What follows belongs to an exercise in optimizing a design on an open flow for small area; a production flow would make more cautious choices. The RTL was checked by simulation tests, not by an equivalence proof against the original design. Power is estimated from default activity; no workload was simulated.

<file path="flow/flow/run.sh">
#!/bin/bash
# Standard ORFS layout with two changes: port buffers are plain buf_1 cells (resized by repair
# as needed), and the clock tree uses larger sink clusters and no dummy loads.
set -euo pipefail
export BUFFER_PORTS_ARGS="-buffer_cell sky130_fd_sc_hd__buf_1"
export CTS_ARGS="-sink_clustering_enable -repair_clock_nets -sink_clustering_size 28 -sink_clustering_max_diameter 80 -dont_use_dummy_load"
bash standard.sh > standard.log 2>&1
</file>
<file path="flow/standard.sh">
#!/bin/bash
# synth_recipe.tcl (not shown) runs the flow's synth.tcl, then flattens the netlist and writes it again
# the make line also repeats each setting of config.mk as NAME=value (left out here)
make -C /OpenROAD-flow-scripts/flow DESIGN_CONFIG=/design/flow/config.mk WORK_HOME=/design/flow/orfs CLKGATE_MAP_FILE= SYNTH_SCRIPT=/design/flow/synth_recipe.tcl "${@:-finish}"
</file>
<file path="flow/config.mk">
export PLATFORM = sky130hd
export DESIGN_NAME = force_wb_scheduler
export DESIGN_NICKNAME = force_wb_scheduler
export VERILOG_FILES = /design/flow/design.v
export SDC_FILE = /design/flow/constraint.sdc
export NUM_CORES = 4
export LEC_CHECK = 0
export CAP_MARGIN = 20
export CORE_MARGIN = 2
export CORE_UTILIZATION = 55
export SLEW_MARGIN = 20
export SYNTH_HIERARCHICAL = 1
</file>
<file path="flow/constraint.sdc">
create_clock -name core_clock -period 6.0 [get_ports {clk}]
set_input_delay 1.2000 -clock core_clock [delete_from_list [all_inputs] [get_ports {clk}]]
set_output_delay 1.2000 -clock core_clock [all_outputs]
set_load 0.01 [all_outputs]
</file>
<file path="flow/design.v">
module force_wb_scheduler #(
  parameter int NUM_SRC    = 4,
  parameter int WB_WIDTH   = 112,
  parameter int FIFO_DEPTH = 8
) (
  input  logic                        clk,
  input  logic                        rst,
  input  logic                        phase_done,
  input  logic [NUM_SRC*WB_WIDTH-1:0] src_wb_out,
  input  logic [NUM_SRC-1:0]          src_wb_valid,
  input  logic [NUM_SRC-1:0]          src_all_ref_issued,
  output logic [NUM_SRC-1:0]          src_ready,
  output logic [NUM_SRC-1:0]          src_start_wb,
  output logic [WB_WIDTH-1:0]         net_out,
  output logic                        net_valid,
  input  logic                        net_ready,
  output logic                        busy,
  output logic                        wb_done,
  output logic                        overflow
);
  localparam int AW = $clog2(FIFO_DEPTH);
  localparam int CW = AW + 1;
  localparam int SW = (NUM_SRC > 1) ? $clog2(NUM_SRC) : 1;
  localparam logic [CW-1:0] DEPTH_C  = FIFO_DEPTH;
  localparam logic [CW-1:0] ALMOST_C = FIFO_DEPTH - 1;
  localparam logic [SW-1:0] LAST_SRC = NUM_SRC - 1;
  typedef enum logic [1:0] {IDLE, START, DRAIN, FLUSH} state_t;
  state_t state, next_state;
  logic [SW-1:0] cur_src, next_src;
  logic [SW-1:0] rr_ptr;
  logic any_valid;
  logic [NUM_SRC-1:0] push, pop, start_vec, sel_oh;
  logic [NUM_SRC-1:0] nonempty_next, sel_next;
  logic [SW-1:0] rr_next;
  localparam int NSL = 4;                
  localparam int SLW = WB_WIDTH / NSL;    
  logic [NUM_SRC*FIFO_DEPTH*NSL-1:0] rsel;
  logic [WB_WIDTH-1:0] rdata [NUM_SRC*FIFO_DEPTH];
  for (genvar g = 0; g < NUM_SRC; g++) begin : g_src
    logic [AW-1:0] wr_ptr, rd_ptr;
    logic [CW-1:0] count, count_next;
    assign wr_ptr = rd_ptr + count[AW-1:0];
    assign count_next = (push[g] == pop[g]) ? count : push[g] ? count + 1'b1 : count - 1'b1;
    assign nonempty_next[g] = (count_next != '0);
    assign pop[g] = sel_oh[g] && net_ready;
    assign push[g] = src_wb_valid[g] && (!count[AW] || pop[g]);
    assign src_ready[g] = (count < ALMOST_C);
    for (genvar s = 0; s < FIFO_DEPTH; s++) begin : g_slot
      localparam logic [AW-1:0] SI = s;
      logic [WB_WIDTH-1:0] word;
      logic [NSL-1:0] we, re;
      for (genvar k = 0; k < NSL; k++) begin : g_sl
        fwb_and2 u_we (.a(push[g]), .b(wr_ptr == SI), .y(we[k]));
        fwb_and2 u_re (.a(sel_oh[g]), .b(rd_ptr == SI), .y(re[k]));
        always_ff @(posedge clk) begin
          if (we[k]) word[k*SLW +: SLW] <= src_wb_out[g*WB_WIDTH + k*SLW +: SLW];
        end
        assign rsel[(g*FIFO_DEPTH+s)*NSL+k] = re[k];
      end
      assign rdata[g*FIFO_DEPTH+s] = word;
    end
    always_ff @(posedge clk or negedge rst) begin
      if (!rst) begin
        rd_ptr <= '0;
        count  <= '0;
      end else begin
        if (pop[g]) rd_ptr <= rd_ptr + 1'b1;
        count <= count_next;
      end
    end
  end
  logic [2*NUM_SRC-1:0] ne2, first2;
  logic [NUM_SRC-1:0] rot, first;
  always_comb begin
    ne2 = {nonempty_next, nonempty_next} >> rr_next;    
    rot = ne2[NUM_SRC-1:0];
    first = rot & ~(rot - 1'b1);                        
    first2 = {first, first} << rr_next;
    sel_next = first2[2*NUM_SRC-1:NUM_SRC];
  end
  always_ff @(posedge clk or negedge rst) begin
    if (!rst) sel_oh <= '0;
    else      sel_oh <= sel_next;
  end
  assign any_valid = |sel_oh;
  for (genvar b = 0; b < WB_WIDTH; b++) begin : g_rd
    logic [9:0] y;
    logic [2:0] p;
    for (genvar j = 0; j < 10; j++) begin : g_aoi
      fwb_aoi222 u_aoi (
        .a1(rdata[3*j][b]),   .a2(rsel[(3*j)*NSL + b/SLW]),
        .b1(rdata[3*j+1][b]), .b2(rsel[(3*j+1)*NSL + b/SLW]),
        .c1(rdata[3*j+2][b]), .c2(rsel[(3*j+2)*NSL + b/SLW]),
        .y(y[j]));
    end
    fwb_nand4 u_n0 (.a(y[0]), .b(y[1]), .c(y[2]), .d(y[3]), .y(p[0]));
    fwb_nand4 u_n1 (.a(y[4]), .b(y[5]), .c(y[6]), .d(y[7]), .y(p[1]));
    fwb_last  u_n2 (.a1(rdata[30][b]), .a2(rsel[30*NSL + b/SLW]), .b1(rdata[31][b]), .b2(rsel[31*NSL + b/SLW]),
                    .p(y[8]), .q(y[9]), .y(p[2]));
    fwb_or3   u_o  (.a(p[0]), .b(p[1]), .c(p[2]), .y(net_out[b]));
  end
  assign net_valid = any_valid;
  logic [SW-1:0] sel_bin;
  always_comb begin
    sel_bin = '0;
    for (int i = 0; i < NUM_SRC; i++) if (sel_oh[i]) sel_bin = sel_bin | i[SW-1:0];
  end
  assign rr_next = (any_valid && net_ready) ? sel_bin + 1'b1 : rr_ptr;
  always_ff @(posedge clk or negedge rst) begin
    if (!rst) rr_ptr <= '0;
    else      rr_ptr <= rr_next;
  end
  always_ff @(posedge clk or negedge rst) begin
    if (!rst) begin
      state   <= IDLE;
      cur_src <= '0;
    end else begin
      state   <= next_state;
      cur_src <= next_src;
    end
  end
  always_comb begin
    next_state = state;
    next_src   = cur_src;
    start_vec  = '0;
    wb_done    = 1'b0;
    case (state)
      IDLE: begin
        if (phase_done) begin
          next_state = START;
          next_src   = '0;
        end
      end
      START: begin
        start_vec[cur_src] = 1'b1;
        next_state = DRAIN;
      end
      DRAIN: begin
        if (src_all_ref_issued[cur_src]) begin
          if (cur_src == LAST_SRC) begin
            next_state = FLUSH;
          end else begin
            next_src   = cur_src + 1'b1;
            next_state = START;
          end
        end
      end
      FLUSH: begin
        if (!any_valid) begin
          wb_done    = 1'b1;
          next_state = IDLE;
        end
      end
      default: next_state = IDLE;
    endcase
  end
  assign src_start_wb = start_vec;
  assign busy = (state != IDLE);
  logic [NUM_SRC-1:0] refused;
  assign refused = src_wb_valid & ~push;
  always_ff @(posedge clk or negedge rst) begin
    if (!rst) overflow <= 1'b0;
    else if (|refused) overflow <= 1'b1;
  end
endmodule
module fwb_aoi222 (
  input  logic a1, a2, b1, b2, c1, c2,
  output logic y
);
  assign y = ~((a1 & a2) | (b1 & b2) | (c1 & c2));
endmodule
module fwb_last (
  input  logic a1, a2, b1, b2, p, q,
  output logic y
);
  assign y = ~(p & q & ~((a1 & a2) | (b1 & b2)));
endmodule
module fwb_nand4 (
  input  logic a, b, c, d,
  output logic y
);
  assign y = ~(a & b & c & d);
endmodule
module fwb_or3 (
  input  logic a, b, c,
  output logic y
);
  assign y = a | b | c;
endmodule
module fwb_and2 (
  input  logic a, b,
  output logic y
);
  assign y = a & b;
endmodule
</file>
==> out/results.md, run 1 <==
### Run status
* finished clean — run status

### Logic synthesis
* 6,379 — synthesized net count
* 0.005188 — adder and majority cell fraction of the synthesized area
* 9 — synthesis warning total
* 21.69 um^2 — average instance area after synthesis
* 0.03928 — area fraction in and, or, nand and nor cells after synthesis
* 0.09793 — post-synthesis compound-gate area fraction
* 0.01076 — post-synthesis async set-or-reset flop share
* 0.8529 — Seq/Total Area, Yosys
* edfxtp_1 — top_reg_cell synth
* 0.1273 mm^2 — cell area after technology mapping
* 5,871 — Gate Count Post-Synth
* compound AO/OA/AOI/OAI gates — largest family of logic cells by synthesized area
* 0.001720 — synthesized-area fraction occupied by xor and xnor cells
* 3,584 — count of flip-flops with a built-in enable after synthesis
* 3,623 — number of flip-flops and latches in the synthesized netlist
* 0.002024 — multiplexer share of the synthesized area
* 55 — number of library cell types mapped by synthesis

### Clocking
* yes — TritonCTS clock tree
* 0.10 ns — CTS clock-pin slew for the worst setup and hold paths
* clkbuf_16 — clock tree root driver cell
* 4 — H-tree depth
* 0.85 ns — later-pin clock latency in the skew report
* 3 — maximum number of buffers from clock root to sink
* 157 — number of buffers inserted during clock tree synthesis
* 0 — number of post-CTS setup repair buffers
* 3,623 — clk sink count
* 0 — hold bufs inserted after CTS
* 0 — number of instances resized during post-cts repair

### Place
* 235,200 um — detailed placement HPWL
* 0.8728 — GP Congestion
* 583 — quantity of I/O buffers inserted on ports
* 9,663 — number of placed instances, taps included

### Timing
* 1.236 ns — pin slew with the least headroom to its limit
* false — unrepaired setup endpoints after global routing
* 0.1761 — Max transition margin
* 177.9 MHz — achievable frequency
* 0 — number of failing hold endpoints at the final stage
* 5.622 ns — fin crit period
* 0.4968 ns — worst hold margin
* 0 ns — total negative slack for setup checks
* 0.9370 — Tcrit/Tclk final
* 0.07681 ns — Post-Route Skew
* 0 — Pins Over Slew Limit
* 0 — Setup Viol. Count Final

### Die
* 485.2 um — height of the chip
* 485.2 um — die width
* 0.2354 mm^2 — die area
* 176 — number of placement rows
* 0.5533 — Initial Utilization
* 584 — number of I/O pins
* 0.2301 mm^2 — standard cell core area

### Setup path
* flip-flop — critical path startpoint category
* 17 — Max Fanout on Critical Path
* output port — endpoint class of the critical path
* 4.42 ns — worst path arrival time
* 4.80 ns — data required time of the worst path
* reg2out — critical path type

### Layout
* 16,450 — filler cell count
* edfxtp_1 — most common cell after layout, fill and taps aside
* 0.07506 — share of layout cells above drive strength 1
* 3,584 x edfxtp_1, 1,120 x a222oi_1, 582 x buf_1 — top library cells by usage in the layout, fill and taps aside
* 9.230% — Syn-to-layout area delta
* 7,305 — Layout Nets
* 9,906 — final instance count without filler cells

### Route
* 0 — residual DRC count
* 70,650 — Via Count
* 7.132 — ratio of routed vias to standard cells
* 382,000 um — total routed wirelength
* 38.56 um — routed length per placed instance
* 0 — remaining antenna violation count
* 14 — detailed-router iteration count before antenna repair
* 13,810 — initial drt markers

### Power
* 397.3 mW/mm^2 — power per unit of standard cell area
* 42.41 nW — Leak Pwr
* 0.3155 mV — Worst IR Drop VDD

### Global routing
* 526,800 um — first-pass GRT wire length
* 0.4997 — GRT met2 Usage
* met2 — layer with the highest usage after global routing
* 0.3192 — GR Util All Layers
* 0 — overflow left after global routing
* 0.4489 — GR met1 Demand/Resource
* 0.06960 — GRT met3 Usage
* 67,840 — number of global-route vias before repair
* 123 — initial antenna violation count
* 40 — largest net degree at the start of global routing

### Run
* 0 — number of max-cap violations

### Hold path
* in2async — Min-Delay Path Class

## flip-flops by register name, summed over array words and instances, names as in the netlist
signal and cells:
sel_oh 4, g_src.rd_ptr 12, rr_ptr 2, overflow 1
g_src.count 16, cur_src 2, state 2, g_src.g_slot.word 3584
## worst paths after layout
check                                              end          startpoint  slack, ns  depth (start not counted)
min in group core_clock                       overflow            overflow       0.53                          2
max reg2reg                g_src[3].g_slot[1].word[67]   g_src[3].count[0]       2.02                          6
min                                  g_src[3].count[0]                 rst       0.50                          2
max in group asynchronous           g_src[2].rd_ptr[2]                 rst       4.93                          2
min reg2reg                                   overflow            overflow       0.53                          2
max                                         net_out[0]  g_src[2].rd_ptr[0]       0.38                          9
## report_power, final
group / leakage (nW) / total (mW) / switching [mW] / internal [mW]
Combinational: 7.76 / 12.8 / 9.42 / 3.41
Clock: 1.94 / 11.9 / 7.16 / 4.70
Sequential: 32.7 / 30.6 / 0.650 / 29.9
Total: 42.4 / 55.3 / 17.2 / 38.0
## critical path, cell delays in order (launching register included)
cell and delay, ns:
dfrtp_1 0.46, inv_1 0.10, ha_1 0.21, and2_1 0.29
and2_1 0.58, buf_4 0.41, a222oi_1 0.63, nand4_1 0.24
or3_1 0.52, buf_1 0.17
## area by class of cell
| type | count | area [um^2] | area share |
|---|---|---|---|
| Tap cell | 3026 | 3786 | 0.02722 |
| Inverter | 22 | 82.58 | 0.0005937 |
| Clock buffer | 157 | 3929 | 0.02825 |
| Timing Repair Buffer | 774 | 3665 | 0.02635 |
| Sequential cell | 3623 | 108600 | 0.7808 |
| Multi-Input combinational cell | 2219 | 18810 | 0.1352 |
| Antenna cell | 85 | 212.7 | 0.001529 |
## routing by layer
| layer | wire length, um | vias to the layer above | part of all wire |
|---|---|---|---|
| li1 | - | 28800 | - |
| met1 | 143000 | 36790 | 0.37 |
| met2 | 179800 | 4371 | 0.47 |
| met3 | 44880 | 609 | 0.12 |
| met4 | 13830 | 74 | 0.036 |
| met5 | 468 | - | 0.0012 |
## metrics by stage
| step | power [mW] | worst slack [ns] | util | instance area (um^2) |
|---|---|---|---|---|
| 2_1_floorplan | 36.81 | 2.732 | - | 127300 |
| 3_3_place_gp | 43.62 | 1.081 | 0.5860 | 134800 |
| 3_5_place_dp | 43.82 | 1.323 | 0.5863 | 134900 |
| 4_1_cts | 55.30 | 0.4434 | 0.6034 | 138800 |
| 5_1_grt | 56.87 | 0.3643 | 0.6038 | 139000 |
| 6_report | 55.26 | 0.3779 | 0.6044 | 139100 |
## modules after synthesis, one instance, submodules excluded
| module | area, um^2 | cells | copies in the design | flops+latches |
|---|---|---|---|---|
| force_wb_scheduler | 111000 | 3935 | 1 | 3623 |
| fwb_and2 | 6.256 | 1 | 256 | 0 |
| fwb_aoi222 | 10.01 | 1 | 1120 | 0 |
| fwb_last | 12.51 | 2 | 112 | 0 |
| fwb_nand4 | 6.256 | 1 | 224 | 0 |
| fwb_or3 | 6.256 | 1 | 112 | 0 |
## Yosys cell counts (all sizes together), types with 12 or more instances
cell type	instances	area, um^2
a22oi	115	863.3
ha	40	500.5
nand3	123	615.6
dfrtp	39	975.9
mux2	14	165.2
nor2	33	126.4
o21ai	12	60.05
nand2	24	132.6
nand4	225	1408
edfxtp	3584	107600
or3	114	718.2
nor2b	13	81.33
xnor2	14	122.6
and2	272	1702
a222oi	1120	11210
nand2b	14	87.58
inv	22	82.58
## cell families (layout without fill, tap and decap cells)
logic type | Yosys count | count (layout)
adders and majority gates | 48 | 48
xor gates and xnor gates | 25 | 25
AOI/OAI and AO/OA | 1288 | 1288
buffers and inverters | 29 | 953
muxes | 20 | 20
other | 0 | 85
and+or+nand+nor | 838 | 838
DFF | 3623 | 3623
==> run 2: changes to the inputs <==
--- a/flow/design.v
+++ b/flow/design.v
@@ -42,3 +42,3 @@
     assign wr_ptr = rd_ptr + count[AW-1:0];
-    assign count_next = (push[g] == pop[g]) ? count : push[g] ? count + 1'b1 : count - 1'b1;
+    assign count_next = count + {{AW{pop[g] & !push[g]}}, push[g] ^ pop[g]};
     assign nonempty_next[g] = (count_next != '0);
@@ -66,3 +66,3 @@
       end else begin
-        if (pop[g]) rd_ptr <= rd_ptr + 1'b1;
+        rd_ptr <= rd_ptr + {{(AW-1){1'b0}}, pop[g]};
         count <= count_next;
@@ -76,3 +76,6 @@
     rot = ne2[NUM_SRC-1:0];
-    first = rot & ~(rot - 1'b1);                        
+    for (int i = 0; i < NUM_SRC; i++) begin             
+      first[i] = rot[i];
+      for (int j = 0; j < i; j++) first[i] = first[i] & !rot[j];
+    end
     first2 = {first, first} << rr_next;
==> flow/flow/run.sh (replaced) <==
#!/bin/bash
# Standard ORFS layout with three changes: the AND gates that drive the wide read-select and
# write-enable nets get the strongest AND2 cell before placement (flow/drive.tcl), port
# buffers are plain buf_1 cells (resized by repair as needed), and the clock tree uses larger
# sink clusters and no dummy loads.
set -euo pipefail
export BUFFER_PORTS_ARGS="-buffer_cell sky130_fd_sc_hd__buf_1"
export CTS_ARGS="-sink_clustering_enable -repair_clock_nets -sink_clustering_size 28 -sink_clustering_max_diameter 80 -dont_use_dummy_load"
bash standard.sh synth floorplan > standard_floorplan.log 2>&1
RESULTS="$PWD/orfs/results/$FLOW_PLATFORM/force_wb_scheduler/base" openroad -no_init -exit flow/drive.tcl > drive.log 2>&1
bash standard.sh > standard.log 2>&1
==> flow/flow/drive.tcl (new file) <==
# Give each AND gate that drives a wide read-select or write-enable net (one slice of a
# stored word) the strongest AND2 cell before placement, so that repair does not have to
# buffer these nets.
set r $::env(RESULTS)
read_db $r/2_floorplan.odb
set m4 [[ord::get_db] findMaster sky130_fd_sc_hd__and2_4]
set n 0
foreach i [[ord::get_db_block] getInsts] {
  if {[[$i getMaster] getName] ne "sky130_fd_sc_hd__and2_1"} { continue }
  set net "NULL"
  foreach it [$i getITerms] {
    if {[$it isOutputSignal]} { set net [$it getNet] }
  }
  if {$net eq "NULL"} { continue }
  if {[llength [$net getITerms]] > 12} {
    $i swapMaster $m4
    incr n
  }
}
puts "drive.tcl: $n AND2 gates set to and2_4"
write_db $r/2_floorplan.odb
==> run 2 against run 1 <==
Effect of this change:
- still clean on timing, DRC and antenna
- design area shrank 0.93%
- clock skew up 0.021 ns
- utilization is 0.45 points lower
- via count decreased by 1.3%
- fmax up 9.7%
- global-route usage decreased by 1.2 points
- total power grew 17%
- critical path type unchanged
- highest routed layer unchanged
==> out/results.md, run 2 <==
### Run status
* finished clean — run status

### Global routing
* 40 — largest net degree at the start of global routing
* 0.3071 — GR Util All Layers
* 0 — overflow left after global routing
* 65,850 — number of global-route vias before repair
* 154 — initial antenna violation count
* 508,800 um — first-pass GRT wire length

### Logic synthesis
* 3,623 — number of flip-flops and latches in the synthesized netlist
* 6,335 — synthesized net count
* edfxtp_1 85%, a222oi_1 8.8%, and2_1 1.3% — leading post-synthesis cells by cell area
* 48 — number of library cell types mapped by synthesis
* 5,838 — Gate Count Post-Synth
* edfxtp_1 — dominant cell by count in the synthesized netlist
* 3,584 — count of flip-flops with a built-in enable after synthesis
* 9 — synthesis warning total
* edfxtp_1 — top_reg_cell synth
* 21.73 um^2 — average instance area after synthesis
* 0.01076 — post-synthesis async set-or-reset flop share
* 3,584 x edfxtp_1, 1,120 x a222oi_1, 261 x and2_1, 225 x nand4_1, 117 x nand3_1 — most common library cells after synthesis
* 0.8559 — Seq/Total Area, Yosys
* 0.8482 — area share of the largest cell type after synthesis
* 0.1269 mm^2 — cell area after technology mapping
* edfxtp_1 — library cell occupying the most area in the post-synthesis netlist

### Setup path
* flip-flop — critical path startpoint category
* output port — endpoint class of the critical path
* 4.80 ns — data required time of the worst path
* 28 — Max Fanout on Critical Path
* reg2out — critical path type
* 3.93 ns — worst path arrival time

### Timing
* 195.1 MHz — achievable frequency
* 0 ns — total negative slack for setup checks
* 5.125 ns — fin crit period
* 0 — Setup Viol. Count Final
* 0 — number of failing hold endpoints at the final stage
* 1.266 ns — pin slew with the least headroom to its limit
* 0.8747 ns — setup ws final
* 0.1495 — Max transition margin
* 0 — Pins Over Slew Limit
* false — unrepaired setup endpoints after global routing
* 0.8542 — Tcrit/Tclk final
* 0.09762 ns — Post-Route Skew

### Place
* 217,100 um — detailed placement HPWL
* 1.845 ns — dpl ws
* 583 — quantity of I/O buffers inserted on ports
* 0.8338 — GP Congestion

### Route
* 38.12 um — routed length per placed instance
* 0 — residual DRC count
* 7.203 — ratio of routed vias to standard cells
* 13,580 — initial drt markers
* 15 — detailed-router iteration count before antenna repair
* 369,100 um — total routed wirelength
* 69,760 — Via Count
* 0 — remaining antenna violation count

### Layout
* edfxtp_1 — most common cell after layout, fill and taps aside
* 16,590 — filler cell count
* g_src.g_slot.word: 3584 flops, g_src.count: 16 flops, g_src.rd_ptr: 12 flops — largest registers in the final layout
* 7,094 — Layout Nets
* 0.01885 mm^2 — area of the multi-input gates
* 3,584 — flip-flop count of the largest register, all copies and words added
* 8.603% — Syn-to-layout area delta
* g_src.g_slot.word — register name with the most flops
* 3,584 x edfxtp_1, 1,120 x a222oi_1, 582 x buf_1 — top library cells by usage in the layout, fill and taps aside
* 0.1086 mm^2 — Reg area
* 0.06914 — share of layout cells above drive strength 1

### Die
* 484.3 um — die width
* 584 — number of I/O pins
* 0.5524 — Initial Utilization
* 484.3 um — height of the chip
* 176 — number of placement rows
* 0.2297 mm^2 — standard cell core area
* 0.2346 mm^2 — die area

### Clocking
* 0 — number of post-CTS setup repair buffers
* 4 — H-tree depth
* clkbuf_16 — clock tree root driver cell
* 0.85 ns — later-pin clock latency in the skew report
* 0.11 ns — CTS clock-pin slew for the worst setup and hold paths
* 3,623 — clk sink count
* 3 — maximum number of buffers from clock root to sink
* 0 — number of instances resized during post-cts repair
* 159 — number of buffers inserted during clock tree synthesis
* 0 — hold bufs inserted after CTS
* yes — TritonCTS clock tree

### Power
* 0.4532 mV — Worst IR Drop VDD
* 41.81 nW — Leak Pwr
* 467.4 mW/mm^2 — power per unit of standard cell area

### Hold path
* in2async — Min-Delay Path Class

### Run
* 0 — number of max-cap violations

-- run 2: cell count changes in the layout (fill, tap and decap cells not counted), sizes merged, moves of 6 or more --
cell   previous run  this run
ha               40        32
nor3b             1        12
mux2             14         3
buf             773       604
nand3           123       117
and2            272       261
inv              22        16
nor2b            13         3
nand2            24        31
diode            85        63
-- run 2: Yosys stat by module, one instance, submodules excluded --
module	cell area, um^2	cells	copies in the design
force_wb_scheduler	110600	3902	1
fwb_and2	6.256	1	256
fwb_aoi222	10.01	1	1120
fwb_last	12.51	2	112
fwb_nand4	6.256	1	224
fwb_or3	6.256	1	112
-- run 2: cell type report --
| type | instances | area share |
|---|---|---|
| clock buffer | 159 | 0.02887 |
| sequential | 3623 | 0.7881 |
| inverter | 19 | 0.0005176 |
| antenna | 63 | 0.001144 |
| multi-input combinational | 2189 | 0.1368 |
| timing repair buffer | 605 | 0.01709 |
| tap | 3026 | 0.02748 |
-- run 2: cell families after synthesis --
group,Yosys count,synth area share
and+or+nand+nor,841,0.03923
buffers and inverters,26,0.0008185
muxes,5,0.0005226
AOI/OAI and AO/OA,1274,0.09736
xor gates and xnor gates,32,0.002209
adders and majority gates,37,0.003945
DFF,3623,0.8559
-- run 2: power by group --
part	leakage [nW]	switching, mW	total [mW]	internal (mW)
Clock	1.96	7.16	11.9	4.76
Sequential	32.9	1.43	35.6	34.2
Combinational	6.99	13.1	16.9	3.78
-- run 2: per-layer routing --
metal | vias up | GRT usage | share of wire
met1 | 36550 | 0.4483 | 0.39
met3 | 496 | 0.08503 | 0.13
li1 | 28330 | - | -
met4 | 124 | 0.07633 | 0.022
met2 | 4263 | 0.4628 | 0.46
met5 | - | 0.003878 | 0.0024
-- run 2: worst paths after layout --
kind | startpoint | end | slack, ns | cells past startpoint
setup / recovery | g_src[1].rd_ptr[0] | net_out[29] | 0.87 | 6
hold / removal | rst | state[1] | 0.44 | 2
setup reg to reg | g_src[1].rd_ptr[0] | g_src[1].g_slot[0].word[77] | 2.27 | 6
hold reg to reg | g_src[3].count[3] | g_src[3].count[3] | 0.56 | 1
max in group asynchronous | rst | g_src[1].count[1] | 5.00 | 2
min in group core_clock | g_src[3].count[3] | g_src[3].count[3] | 0.56 | 1
-- run 2: per-stage QoR --
| stage | power, mW | std cells | hold WS (ns) | area [um^2] | util |
|---|---|---|---|---|---|
| 2_1_floorplan | 43.47 | 5838 | 0.5110 | 126900 | - |
| 3_3_place_gp | 52.46 | 9459 | 0.5479 | 133600 | 0.5817 |
| 3_5_place_dp | 52.88 | 9462 | 0.5427 | 133700 | 0.5819 |
| 4_1_cts | 64.44 | 9621 | 0.4311 | 137600 | 0.5993 |
| 5_1_grt | 66.45 | 9649 | 0.4588 | 137700 | 0.5996 |
| 6_report | 64.41 | 9684 | 0.4449 | 137800 | 0.5999 |
-- run 2: critical path, cell delays in order (launching register included) --
cell and delay (ns):
dfrtp_1 0.49, nor3b_1 0.96, and2_4 0.61, a222oi_1 0.23
nand4_1 0.35, or3_1 0.18, buf_1 0.27
==> run 3: changes to the inputs <==
--- a/flow/design.v
+++ b/flow/design.v
@@ -34,3 +34,3 @@
   logic [SW-1:0] rr_next;
-  localparam int NSL = 4;                
+  localparam int NSL = 2;                
   localparam int SLW = WB_WIDTH / NSL;    
==> run 3 against run 2 <==
Effect of this change:
- total power is 0.69% lower
- die area decreased by 0.63%
- largest power group unchanged
- sequential power barely moved
- sequential share of layout area increased by 0.53 points
- synthesized cell count shrank 2.2%
- design area is 0.67% lower
- clock-buffer cell count decreased by 7
- fmax down 0.29%
==> out/results.md, run 3 <==
### Run status
* finished clean — run status

### Die
* 175 — number of placement rows
* 0.5536 — Initial Utilization
* 0.2331 mm^2 — die area
* 482.8 um — height of the chip
* 482.8 um — die width
* 0.2277 mm^2 — standard cell core area
* 584 — number of I/O pins

### Place
* 0.1329 mm^2 — placement-stage cell area
* 0.8043 — GP Congestion
* 9,364 — number of placed instances, taps included
* 211,000 um — detailed placement HPWL
* 583 — quantity of I/O buffers inserted on ports

### Layout
* 0.1369 mm^2 — post-layout instance area
* 9,602 — final instance count without filler cells
* edfxtp_1 — most common cell after layout, fill and taps aside
* 8.564% — Syn-to-layout area delta
* 16,260 — filler cell count
* 0.05502 — share of layout cells above drive strength 1
* g_src.g_slot.word: 3584 flops, g_src.count: 16 flops, g_src.rd_ptr: 12 flops — largest registers in the final layout
* 3,584 — flip-flop count of the largest register, all copies and words added
* g_src.g_slot.word — register name with the most flops
* 7,007 — Layout Nets
* 3,584 x edfxtp_1, 1,120 x a222oi_1, 582 x buf_1 — top library cells by usage in the layout, fill and taps aside

### Logic synthesis
* 3,584 — count of flip-flops with a built-in enable after synthesis
* 0.1261 mm^2 — cell area after technology mapping
* 45 — number of library cell types mapped by synthesis
* edfxtp_1 — library cell occupying the most area in the post-synthesis netlist
* 0.8537 — area share of the largest cell type after synthesis
* 5,708 — Gate Count Post-Synth
* 22.09 um^2 — average instance area after synthesis
* 3,584 x edfxtp_1, 1,120 x a222oi_1, 225 x nand4_1, 134 x and2_1, 121 x nand3_1 — most common library cells after synthesis
* 6,206 — synthesized net count
* edfxtp_1 — top_reg_cell synth
* edfxtp_1 85%, a222oi_1 8.9%, nand4_1 1.1% — leading post-synthesis cells by cell area
* 3,623 — number of flip-flops and latches in the synthesized netlist
* 0.01076 — post-synthesis async set-or-reset flop share
* 9 — synthesis warning total
* edfxtp_1 — dominant cell by count in the synthesized netlist
* 0.8614 — Seq/Total Area, Yosys

### Clocking
* 152 — number of buffers inserted during clock tree synthesis
* 0 — number of instances resized during post-cts repair
* 3,623 — clk sink count
* 0.85 ns — later-pin clock latency in the skew report
* 4 — H-tree depth
* 3 — maximum number of buffers from clock root to sink
* yes — TritonCTS clock tree
* clkbuf_16 — clock tree root driver cell
* 0 — hold bufs inserted after CTS
* 0 — number of post-CTS setup repair buffers
* 0.10 ns — CTS clock-pin slew for the worst setup and hold paths

### Route
* 39.32 um — routed length per placed instance
* 0 — remaining antenna violation count
* 0 — residual DRC count
* 14 — detailed-router iteration count before antenna repair
* 14,620 — initial drt markers
* 377,500 um — total routed wirelength
* 7.309 — ratio of routed vias to standard cells
* 70,180 — Via Count

### Timing
* 0.8567 — Tcrit/Tclk final
* 0 — Setup Viol. Count Final
* 0.1956 — Max transition margin
* 1.207 ns — pin slew with the least headroom to its limit
* false — unrepaired setup endpoints after global routing
* 0 — Pins Over Slew Limit
* 0 ns — total negative slack for setup checks
* 0 — number of failing hold endpoints at the final stage
* 0.4102 ns — worst hold margin
* 194.5 MHz — achievable frequency
* 5.140 ns — fin crit period
* 0.04567 ns — Post-Route Skew

### Global routing
* 513,300 um — first-pass GRT wire length
* 66,040 — number of global-route vias before repair
* 203 — initial antenna violation count
* 0 — overflow left after global routing
* 57 — largest net degree at the start of global routing
* 0.3166 — GR Util All Layers

### Setup path
* 56 — Max Fanout on Critical Path
* output port — endpoint class of the critical path
* 4.80 ns — data required time of the worst path
* dfrtp_1 — Worst path slowest cell
* simple AND/OR/NAND/NOR gates — CP top delay family
* 1 — count of buffering cells on the critical path with inverters included
* 0.66 ns — worst stage delay on the critical path
* 3.94 ns — worst path arrival time
* and2_4, a222oi_1, nand3_1, or3_1, buf_1 — crit path cell chain
* flip-flop — critical path startpoint category
* 2.43 ns — Register-to-Register Setup Slack
* reg2out — critical path type

### Power
* 41.46 nW — Leak Pwr
* 467.3 mW/mm^2 — power per unit of standard cell area
* 63.96 mW — Tot Pwr
* 0.5086 mV — Worst IR Drop VDD

### Hold path
* in2async — Min-Delay Path Class

### Run
* 0 — number of max-cap violations

==> run 3: stage by stage <==
step | setup WS [ns] | util
after floorplan | 2.442 | -
after global placement | 1.879 | 0.5834
after detailed placement | 1.777 | 0.5834
after CTS | 0.9211 | 0.6001
after global routing | 0.6699 | 0.6006
final | 0.8597 | 0.6010
==> run 3: final timing paths <==
| kind | start | endpoint | depth (start not counted) |
|---|---|---|---|
| min in group core_clock | g_src[3].count[3] | g_src[3].count[3] | 1 |
| max | sel_oh[3] | net_out[40] | 5 |
| max in group asynchronous | rst | g_src[0].rd_ptr[1] | 2 |
| max reg2reg | g_src[2].rd_ptr[0] | g_src[2].g_slot[0].word[54] | 7 |
| min | rst | state[0] | 2 |
| min reg2reg | g_src[3].count[3] | g_src[3].count[3] | 1 |
==> run 3: per-module statistics from Yosys (local to each module, per instance) <==
module	flip-flops and latches	cells	times used	cell area [um^2]
fwb_last	0	2	112	12.51
fwb_aoi222	0	1	1120	10.01
fwb_and2	0	1	128	6.256
force_wb_scheduler	3623	3900	1	110600
fwb_nand4	0	1	224	6.256
fwb_or3	0	1	112	6.256
==> run 3: where the power goes <==
group          switching, mW  internal [mW]
Combinational           13.0           3.57
Clock                   7.11           4.56
Sequential              1.44           34.3
Total                   21.5           42.4
==> run 3: cell type report <==
type	instances	area [um^2]	share of cell area
Timing Repair Buffer	653	2715	0.01984
Antenna cell	86	215.2	0.001572
Tap cell	3009	3765	0.02751
Multi-Input combinational cell	2060	17700	0.1293
Clock buffer	152	3804	0.02779
Sequential cell	3623	108600	0.7934
Inverter	19	71.32	0.0005211
==> run 3: layer usage <==
metal	GRT usage	share of wire	up-vias
li1	-	-	28060
met1	0.4492	0.38	36750
met2	0.4628	0.45	4556
met3	0.1180	0.15	627
met4	0.09245	0.027	186
met5	0	0.0032	-
==> run 3: logic make-up (layout without fill, tap and decap cells) <==
| logic type | count (synthesis) | in the layout | share of synthesized area |
|---|---|---|---|
| adders and majority gates | 38 | 38 | 0.004129 |
| muxes | 5 | 5 | 0.0005160 |
| and+or+nand+nor | 715 | 715 | 0.03325 |
| other | 0 | 86 | 0 |
| AOI/OAI and AO/OA | 1272 | 1272 | 0.09777 |
| buffers and inverters | 25 | 824 | 0.0007443 |
| DFF | 3623 | 3623 | 0.8614 |
| xor gates and xnor gates | 30 | 30 | 0.002203 |
==> run 3: worst reg2reg max path: cells and delay by family, from the launching register on <==
family | cells | cell delay [ns]
simple gates | 2 | 1.03
fa+ha+maj | 2 | 0.64
buf+inv | 1 | 0.58
flops | 1 | 0.49
xor+xnor | 2 | 0.47
==> run 4: changes to the inputs <==
--- a/flow/flow/run.sh
+++ b/flow/flow/run.sh
@@ -7,3 +7,3 @@
 export BUFFER_PORTS_ARGS="-buffer_cell sky130_fd_sc_hd__buf_1"
-export CTS_ARGS="-sink_clustering_enable -repair_clock_nets -sink_clustering_size 28 -sink_clustering_max_diameter 80 -dont_use_dummy_load"
+export CTS_ARGS="-sink_clustering_enable -repair_clock_nets -sink_clustering_size 30 -sink_clustering_max_diameter 80 -dont_use_dummy_load"
 bash standard.sh synth floorplan > standard_floorplan.log 2>&1
==> run 4 against run 3 <==
Effect of this change:
- non-clock buffer count unchanged
- setup slack got worse by 0.064 ns
- utilization about the same
- clock power about the same
- die area unchanged
- clock skew increased by 0.022 ns
- first-iteration DRC count increased by 2.6%
- fmax decreased by 1.2%
- cell count increased by 0.36%
- total power decreased by 0.28%
- combinational power about the same
- highest routed layer unchanged
==> out/results.md, run 4 <==
### Timing
* 5.204 ns — fin crit period
* 0 — Pins Over Slew Limit
* 0.2065 — Max transition margin
* 1.190 ns — pin slew with the least headroom to its limit
* 0.06751 ns — Post-Route Skew
* 192.2 MHz — achievable frequency
* false — unrepaired setup endpoints after global routing
* 0 ns — total negative slack for setup checks
* 0 — number of failing hold endpoints at the final stage
* 0 — Setup Viol. Count Final
* 0.8673 — Tcrit/Tclk final

### Global routing
* 205 — initial antenna violation count
* 66,100 — number of global-route vias before repair
* 0 — overflow left after global routing
* 513,700 um — first-pass GRT wire length
* 0.3169 — GR Util All Layers
* 57 — largest net degree at the start of global routing

### Run status
* finished clean — run status

### Power
* 0.5063 mV — Worst IR Drop VDD
* 41.40 nW — Leak Pwr
* 466.1 mW/mm^2 — power per unit of standard cell area

### Clocking
* yes — TritonCTS clock tree
* 0 — hold bufs inserted after CTS
* 0.86 ns — later-pin clock latency in the skew report
* 147 — number of buffers inserted during clock tree synthesis
* clkbuf_16 — clock tree root driver cell
* 0 — number of instances resized during post-cts repair
* 4 — H-tree depth
* 0 — number of post-CTS setup repair buffers
* 3,623 — clk sink count
* 0.11 ns — CTS clock-pin slew for the worst setup and hold paths
* 3 — maximum number of buffers from clock root to sink

### Logic synthesis
* 22.09 um^2 — average instance area after synthesis
* 5,708 — Gate Count Post-Synth
* 0.03325 — area fraction in and, or, nand and nor cells after synthesis
* edfxtp_1 — dominant cell by count in the synthesized netlist
* 0.002203 — synthesized-area fraction occupied by xor and xnor cells
* 3,584 — count of flip-flops with a built-in enable after synthesis
* 6,206 — synthesized net count
* 3,584 x edfxtp_1, 1,120 x a222oi_1, 225 x nand4_1, 134 x and2_1, 121 x nand3_1 — most common library cells after synthesis
* 0.8614 — Seq/Total Area, Yosys
* compound AO/OA/AOI/OAI gates — largest family of logic cells by synthesized area
* edfxtp_1 85%, a222oi_1 8.9%, nand4_1 1.1% — leading post-synthesis cells by cell area
* 0.8537 — area share of the largest cell type after synthesis
* 0.004129 — adder and majority cell fraction of the synthesized area
* 45 — number of library cell types mapped by synthesis
* edfxtp_1 — top_reg_cell synth
* 0.0005161 — multiplexer share of the synthesized area
* 0.01076 — post-synthesis async set-or-reset flop share
* 0.1261 mm^2 — cell area after technology mapping
* 9 — synthesis warning total
* 0.09777 — post-synthesis compound-gate area fraction
* 3,623 — number of flip-flops and latches in the synthesized netlist
* edfxtp_1 — library cell occupying the most area in the post-synthesis netlist

### Route
* 377,700 um — total routed wirelength
* 143,200 um — Met1 Routed Length
* 7.287 — ratio of routed vias to standard cells
* 54,990 um — met3 WL
* 39.19 um — routed length per placed instance
* 168,100 um — detailed route wirelength on metal2
* 13 — detailed-router iteration count before antenna repair
* 70,220 — Via Count
* 15,010 — initial drt markers
* met5 — uppermost signal routing layer after detailed routing
* 0 — remaining antenna violation count
* 0 — residual DRC count

### Die
* 175 — number of placement rows
* 0.2331 mm^2 — die area
* 584 — number of I/O pins
* 0.2277 mm^2 — standard cell core area
* 0.5536 — Initial Utilization
* 482.8 um — height of the chip
* 482.8 um — die width

### Setup path
* 4.80 ns — data required time of the worst path
* 56 — Max Fanout on Critical Path
* sel_oh[3] — startpoint of the most critical setup path
* 4.00 ns — worst path arrival time
* flip-flop — critical path startpoint category
* output port — endpoint class of the critical path
* g_src[0].rd_ptr[0] — start of the worst register-to-register path
* reg2out — critical path type

### Run
* 0 — number of max-cap violations

### Layout
* 7,002 — Layout Nets
* g_src.g_slot.word: 3584 flops, g_src.count: 16 flops, g_src.rd_ptr: 12 flops — largest registers in the final layout
* 0.05429 — share of layout cells above drive strength 1
* 3,584 x edfxtp_1, 1,120 x a222oi_1, 582 x buf_1 — top library cells by usage in the layout, fill and taps aside
* g_src.g_slot.word — register name with the most flops
* 3,584 — flip-flop count of the largest register, all copies and words added
* edfxtp_1 — most common cell after layout, fill and taps aside
* 8.544% — Syn-to-layout area delta
* 0.1368 mm^2 — post-layout instance area

### Place
* 0.8043 — GP Congestion
* 583 — quantity of I/O buffers inserted on ports
* 0.1329 mm^2 — placement-stage cell area
* 211,000 um — detailed placement HPWL

### Hold path
* in2async — Min-Delay Path Class

[run 4: cell types whose count changed in the layout (fill, tap and decap cells not counted)]
cell and change:
diode_2 +40, clkbuf_16 -5
[run 4: per-stage QoR]
stage	power [mW]	hold WS [ns]	worst slack (ns)	utilization	std cells
CTS	63.70	0.4035	0.9356	0.5996	9511
global route	65.79	0.4370	0.6593	0.6000	9553
floorplan	43.53	0.5156	2.442	-	5708
detailed placement	52.60	0.5615	1.777	0.5834	9364
finish	63.78	0.4100	0.7959	0.6009	9637
global placement	52.22	0.5606	1.879	0.5834	9364
[run 4: report_power, final]
group          internal (mW)  switching (mW)  leakage (nW)  total, mW
clock                   4.42            7.08          1.81       11.5
sequential              34.3            1.45          32.9       35.7
combinational           3.57            13.0          6.72       16.6
[run 4: layout make-up]
cell class	count	area (um^2)
tap	3009	3765
inverter	19	71.32
multi-input combinational	2060	17700
sequential	3623	108600
fill	16270	90870
timing repair buffer	653	2715
clock buffer	147	3679
antenna	126	315.3
[run 4: critical path, cell delays in order (launching register included)]
cell and delay (ns):
dfrtp_1 0.66, and2_4 0.54, a222oi_1 0.43, nand3_1 0.72
or3_1 0.63, buf_1 0.15
[run 4: layer usage]
metal  track usage  up-vias
met5             0        -
met1        0.4530    36740
met3        0.1123      615
met4       0.09712      170
li1              -    28100
met2        0.4619     4607
[run 4: path summary, 6_finish.rpt]
kind                                               to  slack, ns  cells after the start
max                                        net_out[8]       0.80                      5
min                                          state[0]       0.41                      2
max reg2reg                g_src[0].g_slot[0].word[1]       2.43                      7
min reg2reg                         g_src[3].count[3]       0.58                      1
max in group asynchronous          g_src[2].rd_ptr[1]       5.11                      2
min in group core_clock             g_src[3].count[3]       0.58                      1
[run 4: logic make-up after synthesis]
logic type	count (synthesis)
adders and majority gates	38
xor gates and xnor gates	30
AOI/OAI and AO/OA	1272
and+or+nand+nor	715
DFF	3623
buffers and inverters	25
muxes	5
[run 4: modules after synthesis (local to each module, per instance)]
module / cell area, um^2 / flip-flops and latches
fwb_nand4: 6.256 / 0
fwb_or3: 6.256 / 0
fwb_and2: 6.256 / 0
fwb_aoi222: 10.01 / 0
force_wb_scheduler: 110600 / 3623
fwb_last: 12.51 / 0
==> run 5: changes to the inputs <==
--- a/flow/design.v
+++ b/flow/design.v
@@ -36,3 +36,3 @@
   localparam int SLW = WB_WIDTH / NSL;    
-  logic [NUM_SRC*FIFO_DEPTH*NSL-1:0] rsel;
+  logic [NUM_SRC*FIFO_DEPTH-1:0] rsel;
   logic [WB_WIDTH-1:0] rdata [NUM_SRC*FIFO_DEPTH];
@@ -50,6 +50,5 @@
       logic [WB_WIDTH-1:0] word;
-      logic [NSL-1:0] we, re;
+      logic [NSL-1:0] we;
       for (genvar k = 0; k < NSL; k++) begin : g_sl
         fwb_and2 u_we (.a(push[g]), .b(wr_ptr == SI), .y(we[k]));
-        fwb_and2 u_re (.a(sel_oh[g]), .b(rd_ptr == SI), .y(re[k]));
         always_ff @(posedge clk) begin
@@ -57,4 +56,4 @@
         end
-        assign rsel[(g*FIFO_DEPTH+s)*NSL+k] = re[k];
       end
+      fwb_and2 u_re (.a(sel_oh[g]), .b(rd_ptr == SI), .y(rsel[g*FIFO_DEPTH+s]));
       assign rdata[g*FIFO_DEPTH+s] = word;
@@ -93,5 +92,5 @@
       fwb_aoi222 u_aoi (
-        .a1(rdata[3*j][b]),   .a2(rsel[(3*j)*NSL + b/SLW]),
-        .b1(rdata[3*j+1][b]), .b2(rsel[(3*j+1)*NSL + b/SLW]),
-        .c1(rdata[3*j+2][b]), .c2(rsel[(3*j+2)*NSL + b/SLW]),
+        .a1(rdata[3*j][b]),   .a2(rsel[3*j]),
+        .b1(rdata[3*j+1][b]), .b2(rsel[3*j+1]),
+        .c1(rdata[3*j+2][b]), .c2(rsel[3*j+2]),
         .y(y[j]));
@@ -100,3 +99,3 @@
     fwb_nand4 u_n1 (.a(y[4]), .b(y[5]), .c(y[6]), .d(y[7]), .y(p[1]));
-    fwb_last  u_n2 (.a1(rdata[30][b]), .a2(rsel[30*NSL + b/SLW]), .b1(rdata[31][b]), .b2(rsel[31*NSL + b/SLW]),
+    fwb_last  u_n2 (.a1(rdata[30][b]), .a2(rsel[30]), .b1(rdata[31][b]), .b2(rsel[31]),
                     .p(y[8]), .q(y[9]), .y(p[2]));
--- a/flow/flow/drive.tcl
+++ b/flow/flow/drive.tcl
@@ -1,4 +1,4 @@
-# Give each AND gate that drives a wide read-select or write-enable net (one slice of a
-# stored word) the strongest AND2 cell before placement, so that repair does not have to
-# buffer these nets.
+# Give each AND gate that drives a wide read-select or write-enable net (a stored word or
+# one slice of it) the strongest AND2 cell before placement, so that repair has fewer of
+# these nets to buffer.
 set r $::env(RESULTS)
==> run 5 against run 4 <==
Effect of this change:
- non-clock buffer count up 88
- die area shrank 0.13%
- wire length grew 2.4%
- utilization up 0.37 points
- setup slack got worse by 0.16 ns
- total power grew 0.33%
- critical path depth increased by 2
- critical path type unchanged
- critical endpoint is now net_out[35]
- largest cell class unchanged
==> out/results.md, run 5 <==
### Run status
* finished clean — run status

### Timing
* 0.4442 ns — worst hold margin
* 0.06090 ns — Post-Route Skew
* 0.8945 — Tcrit/Tclk final
* 0 — Setup Viol. Count Final
* 0 ns — total negative slack for setup checks
* 0.6330 ns — setup ws final
* 0 — Pins Over Slew Limit
* 5.367 ns — fin crit period
* 1.231 ns — pin slew with the least headroom to its limit
* 0.1790 — Max transition margin
* 0 — number of failing hold endpoints at the final stage
* 186.3 MHz — achievable frequency
* false — unrepaired setup endpoints after global routing

### Die
* 584 — number of I/O pins
* 482.5 um — height of the chip
* 0.2275 mm^2 — standard cell core area
* 175 — number of placement rows
* 0.2328 mm^2 — die area
* 0.5534 — Initial Utilization
* 482.5 um — die width

### Run
* 0 — number of max-cap violations

### Setup path
* 4.17 ns — worst path arrival time
* output port — endpoint class of the critical path
* 4.80 ns — data required time of the worst path
* reg2out — critical path type
* 52 — Max Fanout on Critical Path
* g_src[3].rd_ptr[2] — startpoint of the most critical setup path
* g_src[1].rd_ptr[0] — start of the worst register-to-register path
* flip-flop — critical path startpoint category
* 2.53 ns — Register-to-Register Setup Slack

### Logic synthesis
* edfxtp_1 — library cell occupying the most area in the post-synthesis netlist
* 0.03173 — area fraction in and, or, nand and nor cells after synthesis
* 9 — synthesis warning total
* 0.002156 — synthesized-area fraction occupied by xor and xnor cells
* 0.8548 — area share of the largest cell type after synthesis
* edfxtp_1 — dominant cell by count in the synthesized netlist
* 0.09820 — post-synthesis compound-gate area fraction
* edfxtp_1 — top_reg_cell synth
* edfxtp_1 85%, a222oi_1 8.9%, nand4_1 1.1% — leading post-synthesis cells by cell area
* 22.15 um^2 — average instance area after synthesis
* 5,684 — Gate Count Post-Synth
* 0.003975 — adder and majority cell fraction of the synthesized area
* 6,181 — synthesized net count
* compound AO/OA/AOI/OAI gates — largest family of logic cells by synthesized area
* 0.8626 — Seq/Total Area, Yosys
* 0.0005168 — multiplexer share of the synthesized area
* 3,584 — count of flip-flops with a built-in enable after synthesis
* 0.01076 — post-synthesis async set-or-reset flop share
* 48 — number of library cell types mapped by synthesis
* 3,584 x edfxtp_1, 1,120 x a222oi_1, 226 x nand4_1, 118 x nand3_1, 114 x a22oi_1 — most common library cells after synthesis
* 0.1259 mm^2 — cell area after technology mapping
* 3,623 — number of flip-flops and latches in the synthesized netlist

### Power
* 0.6107 mV — Worst IR Drop VDD
* 63.99 mW — Tot Pwr
* 41.80 nW — Leak Pwr
* 465.2 mW/mm^2 — power per unit of standard cell area

### Layout
* 9.246% — Syn-to-layout area delta
* edfxtp_1 — most common cell after layout, fill and taps aside
* g_src.g_slot.word: 3584 flops, g_src.count: 16 flops, g_src.rd_ptr: 12 flops — largest registers in the final layout
* 3,584 x edfxtp_1, 1,120 x a222oi_1, 582 x buf_1 — top library cells by usage in the layout, fill and taps aside
* 7,062 — Layout Nets
* 16,170 — filler cell count
* 0.6046 — Final Core Density
* 0.06201 — share of layout cells above drive strength 1
* 0.1375 mm^2 — post-layout instance area
* 9,708 — final instance count without filler cells
* g_src.g_slot.word — register name with the most flops
* 3,584 — flip-flop count of the largest register, all copies and words added

### Place
* 0.8227 — GP Congestion
* 226,200 um — detailed placement HPWL
* 0.1334 mm^2 — placement-stage cell area
* 9,422 — number of placed instances, taps included
* 583 — quantity of I/O buffers inserted on ports
* 1.528 ns — dpl ws

### Route
* 386,700 um — total routed wirelength
* 39.83 um — routed length per placed instance
* 70,130 — Via Count
* 14,810 — initial drt markers
* 7.224 — ratio of routed vias to standard cells
* 0 — residual DRC count
* 0 — remaining antenna violation count
* 14 — detailed-router iteration count before antenna repair

### Clocking
* 3 — maximum number of buffers from clock root to sink
* 0 — number of post-CTS setup repair buffers
* 0.87 ns — later-pin clock latency in the skew report
* 145 — number of buffers inserted during clock tree synthesis
* 3,623 — clk sink count
* 0 — number of instances resized during post-cts repair
* 0 — hold bufs inserted after CTS
* clkbuf_16 — clock tree root driver cell
* 4 — H-tree depth
* 0.10 ns — CTS clock-pin slew for the worst setup and hold paths
* yes — TritonCTS clock tree

### Global routing
* 66,370 — number of global-route vias before repair
* 184 — initial antenna violation count
* 0.3270 — GR Util All Layers
* 527,200 um — first-pass GRT wire length
* 90 — largest net degree at the start of global routing
* 0 — overflow left after global routing

### Hold path
* in2async — Min-Delay Path Class

## run 5: cell types whose count changed after synthesis, moves of 3 or more
cell | before | now
and2_1 | 134 | 101
nor2_1 | 37 | 41
a21oi_1 | 12 | 9
inv_1 | 19 | 22
nand3_1 | 121 | 118
nand4b_1 | 0 | 3
xor2_1 | 13 | 16
## run 5: path summary, 6_finish.rpt
path | end | depth (start not counted)
worst max-delay path | net_out[35] | 7
worst min-delay path | state[1] | 2
worst max register to register | g_src[1].g_slot[4].word[27] | 7
worst min register to register | g_src[3].count[3] | 1
max in group asynchronous | overflow | 2
min in group core_clock | g_src[3].count[3] | 1
## run 5: routing by layer
| metal | track usage | wire length, um | part of all wire |
|---|---|---|---|
| met1 | 0.4513 | 142400 | 0.37 |
| met4 | 0.09881 | 11070 | 0.029 |
| met3 | 0.1163 | 54760 | 0.14 |
| met2 | 0.4937 | 177500 | 0.46 |
| met5 | 0 | 970 | 0.0025 |
## run 5: layout make-up
| class | count | area, um^2 | share of cell area |
|---|---|---|---|
| multi-input cells | 2032 | 17440 | 0.1268 |
| flip-flops and latches | 3623 | 108600 | 0.7895 |
| diodes | 136 | 340.3 | 0.002474 |
| well taps | 3009 | 3765 | 0.02737 |
| clock buffers | 145 | 3628 | 0.02638 |
| inverters | 22 | 82.58 | 0.0006004 |
| repair buffers | 741 | 3694 | 0.02685 |
## run 5: worst max-delay path: stages, from the launching register on
cell      delay, ns
dfrtp_1        0.56
and3b_1        0.22
and2_4         0.38
buf_4          0.35
a222oi_1       0.36
nand3_1        0.57
or3_1          0.67
buf_1          0.18
## run 5: kinds of logic (layout without fill, tap and decap cells)
kind of cell,Yosys count,after routing
buf+inv,29,908
fa+ha+maj,37,37
flops,3623,3623
xor+xnor,31,31
mux,5,5
compound gates,1273,1273
other cells,0,136
simple gates,686,686
## run 5: per-module statistics from Yosys (local to each module, per instance)
module | times used | area, um^2
force_wb_scheduler | 1 | 110600
fwb_last | 112 | 12.51
fwb_aoi222 | 1120 | 10.01
fwb_and2 | 96 | 6.256
fwb_nand4 | 224 | 6.256
fwb_or3 | 112 | 6.256
## run 5: power breakdown
group	switching, mW	internal, mW	total (mW)
Combinational	13.1	3.73	16.9
Sequential	1.43	34.3	35.7
Clock	7.07	4.37	11.4
==> run 6: changes to the inputs <==
--- a/flow/flow/run.sh
+++ b/flow/flow/run.sh
@@ -7,3 +7,3 @@
 export BUFFER_PORTS_ARGS="-buffer_cell sky130_fd_sc_hd__buf_1"
-export CTS_ARGS="-sink_clustering_enable -repair_clock_nets -sink_clustering_size 30 -sink_clustering_max_diameter 80 -dont_use_dummy_load"
+export CTS_ARGS="-sink_clustering_enable -repair_clock_nets -sink_clustering_size 28 -sink_clustering_max_diameter 80 -dont_use_dummy_load"
 bash standard.sh synth floorplan > standard_floorplan.log 2>&1
==> run 6 against run 5 <==
Effect of this change:
- largest power group unchanged
- fmax fell by 0.22%
- cell count hardly changed
- clock-buffer cell count grew 6
- setup slack got worse by 0.012 ns
- sequential share of layout area is 0.072 points lower
- combinational power is essentially flat
- synthesized cell count did not move
- clock power barely moved
==> out/results.md, run 6 <==
### Setup path
* 4.18 ns — worst path arrival time
* g_src[1].rd_ptr[0] — start of the worst register-to-register path
* g_src[1].g_slot[4].word[27] — endpoint of the worst-slack reg-to-reg timing path
* 7 — Reg2Reg Depth
* output port — endpoint class of the critical path
* reg2out — critical path type
* and3b_1, and2_4, buf_4, a222oi_1, nand3_1, or3_1, buf_1 — crit path cell chain
* 0.68 ns — worst stage delay on the critical path
* 52 — Max Fanout on Critical Path
* 2 — count of buffering cells on the critical path with inverters included
* 4.80 ns — data required time of the worst path
* 2.47 ns — Register-to-Register Setup Slack
* simple AND/OR/NAND/NOR gates — CP top delay family
* or3_1 — Worst path slowest cell
* flip-flop — critical path startpoint category

### Layout
* 9.346% — Syn-to-layout area delta
* edfxtp_1 — most common cell after layout, fill and taps aside
* 0.06287 — share of layout cells above drive strength 1
* g_src.g_slot.word — register name with the most flops
* 7,068 — Layout Nets
* 0.1377 mm^2 — post-layout instance area
* g_src.g_slot.word: 3584 flops, g_src.count: 16 flops, g_src.rd_ptr: 12 flops — largest registers in the final layout
* 3,584 — flip-flop count of the largest register, all copies and words added
* 3,584 x edfxtp_1, 1,120 x a222oi_1, 582 x buf_1 — top library cells by usage in the layout, fill and taps aside

### Place
* 583 — quantity of I/O buffers inserted on ports
* 0.1334 mm^2 — placement-stage cell area
* 0.8227 — GP Congestion
* 226,200 um — detailed placement HPWL

### Clocking
* 0 — number of instances resized during post-cts repair
* 151 — number of buffers inserted during clock tree synthesis
* 0 — number of post-CTS setup repair buffers
* 3,623 — clk sink count
* yes — TritonCTS clock tree
* 4 — H-tree depth
* 0.86 ns — later-pin clock latency in the skew report
* 0.10 ns — CTS clock-pin slew for the worst setup and hold paths
* 3 — maximum number of buffers from clock root to sink
* clkbuf_16 — clock tree root driver cell
* 0 — hold bufs inserted after CTS

### Die
* 482.5 um — die width
* 0.2328 mm^2 — die area
* 175 — number of placement rows
* 0.5534 — Initial Utilization
* 584 — number of I/O pins
* 482.5 um — height of the chip
* 0.2275 mm^2 — standard cell core area

### Logic synthesis
* 6,181 — synthesized net count
* 9 — synthesis warning total
* edfxtp_1 — top_reg_cell synth
* 0.8548 — area share of the largest cell type after synthesis
* 5,684 — Gate Count Post-Synth
* 3,584 — count of flip-flops with a built-in enable after synthesis
* 3,623 — number of flip-flops and latches in the synthesized netlist
* 48 — number of library cell types mapped by synthesis
* 3,584 x edfxtp_1, 1,120 x a222oi_1, 226 x nand4_1, 118 x nand3_1, 114 x a22oi_1 — most common library cells after synthesis
* 0.1259 mm^2 — cell area after technology mapping
* edfxtp_1 — dominant cell by count in the synthesized netlist
* 0.01076 — post-synthesis async set-or-reset flop share
* 22.15 um^2 — average instance area after synthesis
* edfxtp_1 85%, a222oi_1 8.9%, nand4_1 1.1% — leading post-synthesis cells by cell area
* edfxtp_1 — library cell occupying the most area in the post-synthesis netlist
* 0.8626 — Seq/Total Area, Yosys

### Timing
* 185.9 MHz — achievable frequency
* 1.215 ns — pin slew with the least headroom to its limit
* false — unrepaired setup endpoints after global routing
* 0.8965 — Tcrit/Tclk final
* 0 — number of failing hold endpoints at the final stage
* 0.1898 — Max transition margin
* 0.04760 ns — Post-Route Skew
* 0 ns — total negative slack for setup checks
* 5.379 ns — fin crit period
* 0 — Pins Over Slew Limit
* 0 — Setup Viol. Count Final

### Global routing
* 527,700 um — first-pass GRT wire length
* 90 — largest net degree at the start of global routing
* 0.3273 — GR Util All Layers
* 0 — overflow left after global routing
* 66,450 — number of global-route vias before repair
* 182 — initial antenna violation count

### Power
* 0.556 — sequential share of power
* 0.263 — relative contribution of combinational cells to total power
* 21.66 mW — switching power of the nets
* 0.6138 mV — Worst IR Drop VDD
* 0.181 — Clock power frac
* 0.3374 — Switching Fraction
* 466.2 mW/mm^2 — power per unit of standard cell area
* 41.88 nW — Leak Pwr
* 42.53 mW — Internal

### Route
* 0 — remaining antenna violation count
* 7.284 — ratio of routed vias to standard cells
* 13 — detailed-router iteration count before antenna repair
* 39.90 um — routed length per placed instance
* 14,590 — initial drt markers
* 387,200 um — total routed wirelength
* 0 — residual DRC count
* 70,690 — Via Count

### Hold path
* in2async — Min-Delay Path Class

### Run
* 0 — number of max-cap violations

### Run status
* finished clean — run status

run 6: cell counts after synthesis:
Identical to the previous run, type by type.
run 6: logic make-up after synthesis:
group                      count (synthesis)  synth area share
buffers and inverters                     29         0.0008646
xor gates and xnor gates                  31          0.002156
adders and majority gates                 37          0.003975
and+or+nand+nor                          686           0.03173
DFF                                     3623            0.8626
muxes                                      5         0.0005167
AOI/OAI and AO/OA                       1273           0.09820
run 6: final cells by class:
| cell class | instances | area [um^2] |
|---|---|---|
| flip-flops and latches | 3623 | 108600 |
| fillers | 16180 | 89830 |
| multi-input cells | 2032 | 17440 |
| clock buffers | 151 | 3779 |
| well taps | 3009 | 3765 |
| repair buffers | 741 | 3694 |
| diodes | 126 | 315.3 |
| inverters | 22 | 82.58 |
run 6: metal layers:
| metal | vias to the layer above | global-route usage | routed length [um] |
|---|---|---|---|
| met1 | 37100 | 0.4525 | 143700 |
| met3 | 592 | 0.1135 | 53670 |
| li1 | 28230 | - | - |
| met4 | 148 | 0.1020 | 10620 |
| met5 | - | 0 | 893 |
| met2 | 4612 | 0.4939 | 178300 |
run 6: worst register-to-register path: cells and delay by family, from the launching register on:
family | cells | cell delay, ns
XOR/XNOR | 2 | 0.46
adder cells (fa/ha/maj) | 2 | 0.64
buffers and inverters | 1 | 0.57
flip-flops | 1 | 0.49
AND/OR/NAND/NOR | 2 | 1.01
run 6: modules after synthesis (local to each module, per instance):
| module | copies in the design | cells | cell area [um^2] |
|---|---|---|---|
| force_wb_scheduler | 1 | 3908 | 110600 |
| fwb_or3 | 112 | 1 | 6.256 |
| fwb_last | 112 | 2 | 12.51 |
| fwb_nand4 | 224 | 1 | 6.256 |
| fwb_aoi222 | 1120 | 1 | 10.01 |
| fwb_and2 | 96 | 1 | 6.256 |
run 6: power by group through the flow:
stage	Sequential, mW	Combinational (mW)	Clock, mW
2_1_floorplan	36.0	7.58	0
3_5_place_dp	36.3	16.6	0
6_report	35.7	16.9	11.6
4_1_cts	35.7	16.6	11.7
5_1_grt	36.1	17.5	12.5
3_3_place_gp	36.0	16.5	0
run 6: worst max path at each step:
| stage | cells after the start | endpoint | slack [ns] | from |
|---|---|---|---|---|
| floorplan | 6 | net_out[0] | 1.51 | g_src[3].rd_ptr[2] |
| global placement | 13 | sel_oh[3] | 1.56 | net_ready |
| detailed placement | 13 | sel_oh[3] | 1.53 | net_ready |
| CTS | 7 | net_out[8] | 0.71 | g_src[3].rd_ptr[2] |
| global route | 7 | net_out[55] | 0.47 | g_src[3].rd_ptr[2] |
| finish | 7 | net_out[35] | 0.62 | g_src[3].rd_ptr[2] |
run 6: through the flow:
stage | power (mW) | instances | util | hold slack [ns] | worst slack, ns
after floorplan | 43.58 | 5684 | - | 0.5155 | 1.505
after global placement | 52.52 | 9422 | 0.5866 | 0.5757 | 1.560
after detailed placement | 52.85 | 9422 | 0.5866 | 0.5660 | 1.528
after CTS | 64.04 | 9573 | 0.6032 | 0.4101 | 0.7055
after global routing | 66.16 | 9617 | 0.6042 | 0.4469 | 0.4693
final | 64.19 | 9704 | 0.6051 | 0.4423 | 0.6212

separate check: timing with driven ports:
No port has a modelled driver above. Below, the same layouts with a new extraction and two added sets of constraints. Step 1, drivers: a clkbuf_16 drives clk and a buf_2 each remaining input, both assumed. Step 2 moves the port delays by t, midway between the first and last clock arrival at a register: inputs arrive t later, outputs are due t later. That takes back most of the time a late clock gives input paths. Three values: ideal ports, drivers, drivers and shift; two values: the first two.
run	shift t [ns]	setup slack, ns	worst setup path at the end	pins driven straight from the clock port
run 1	0.913	0.378 / 0.276 / 1.190	register to output	1
run 2	0.905	0.875 / 0.771 / 1.676	register to output	1
run 3	0.924	0.860 / 0.761 / 1.556	input to register	1
run 4	0.924	0.796 / 0.695 / 1.605	input to register	1
run 5	0.940	0.633 / 0.536 / 1.446	input to register	1
run 6	0.929	0.621 / 0.526 / 1.412	input to register	1
After both steps every run listed still meets setup and hold.
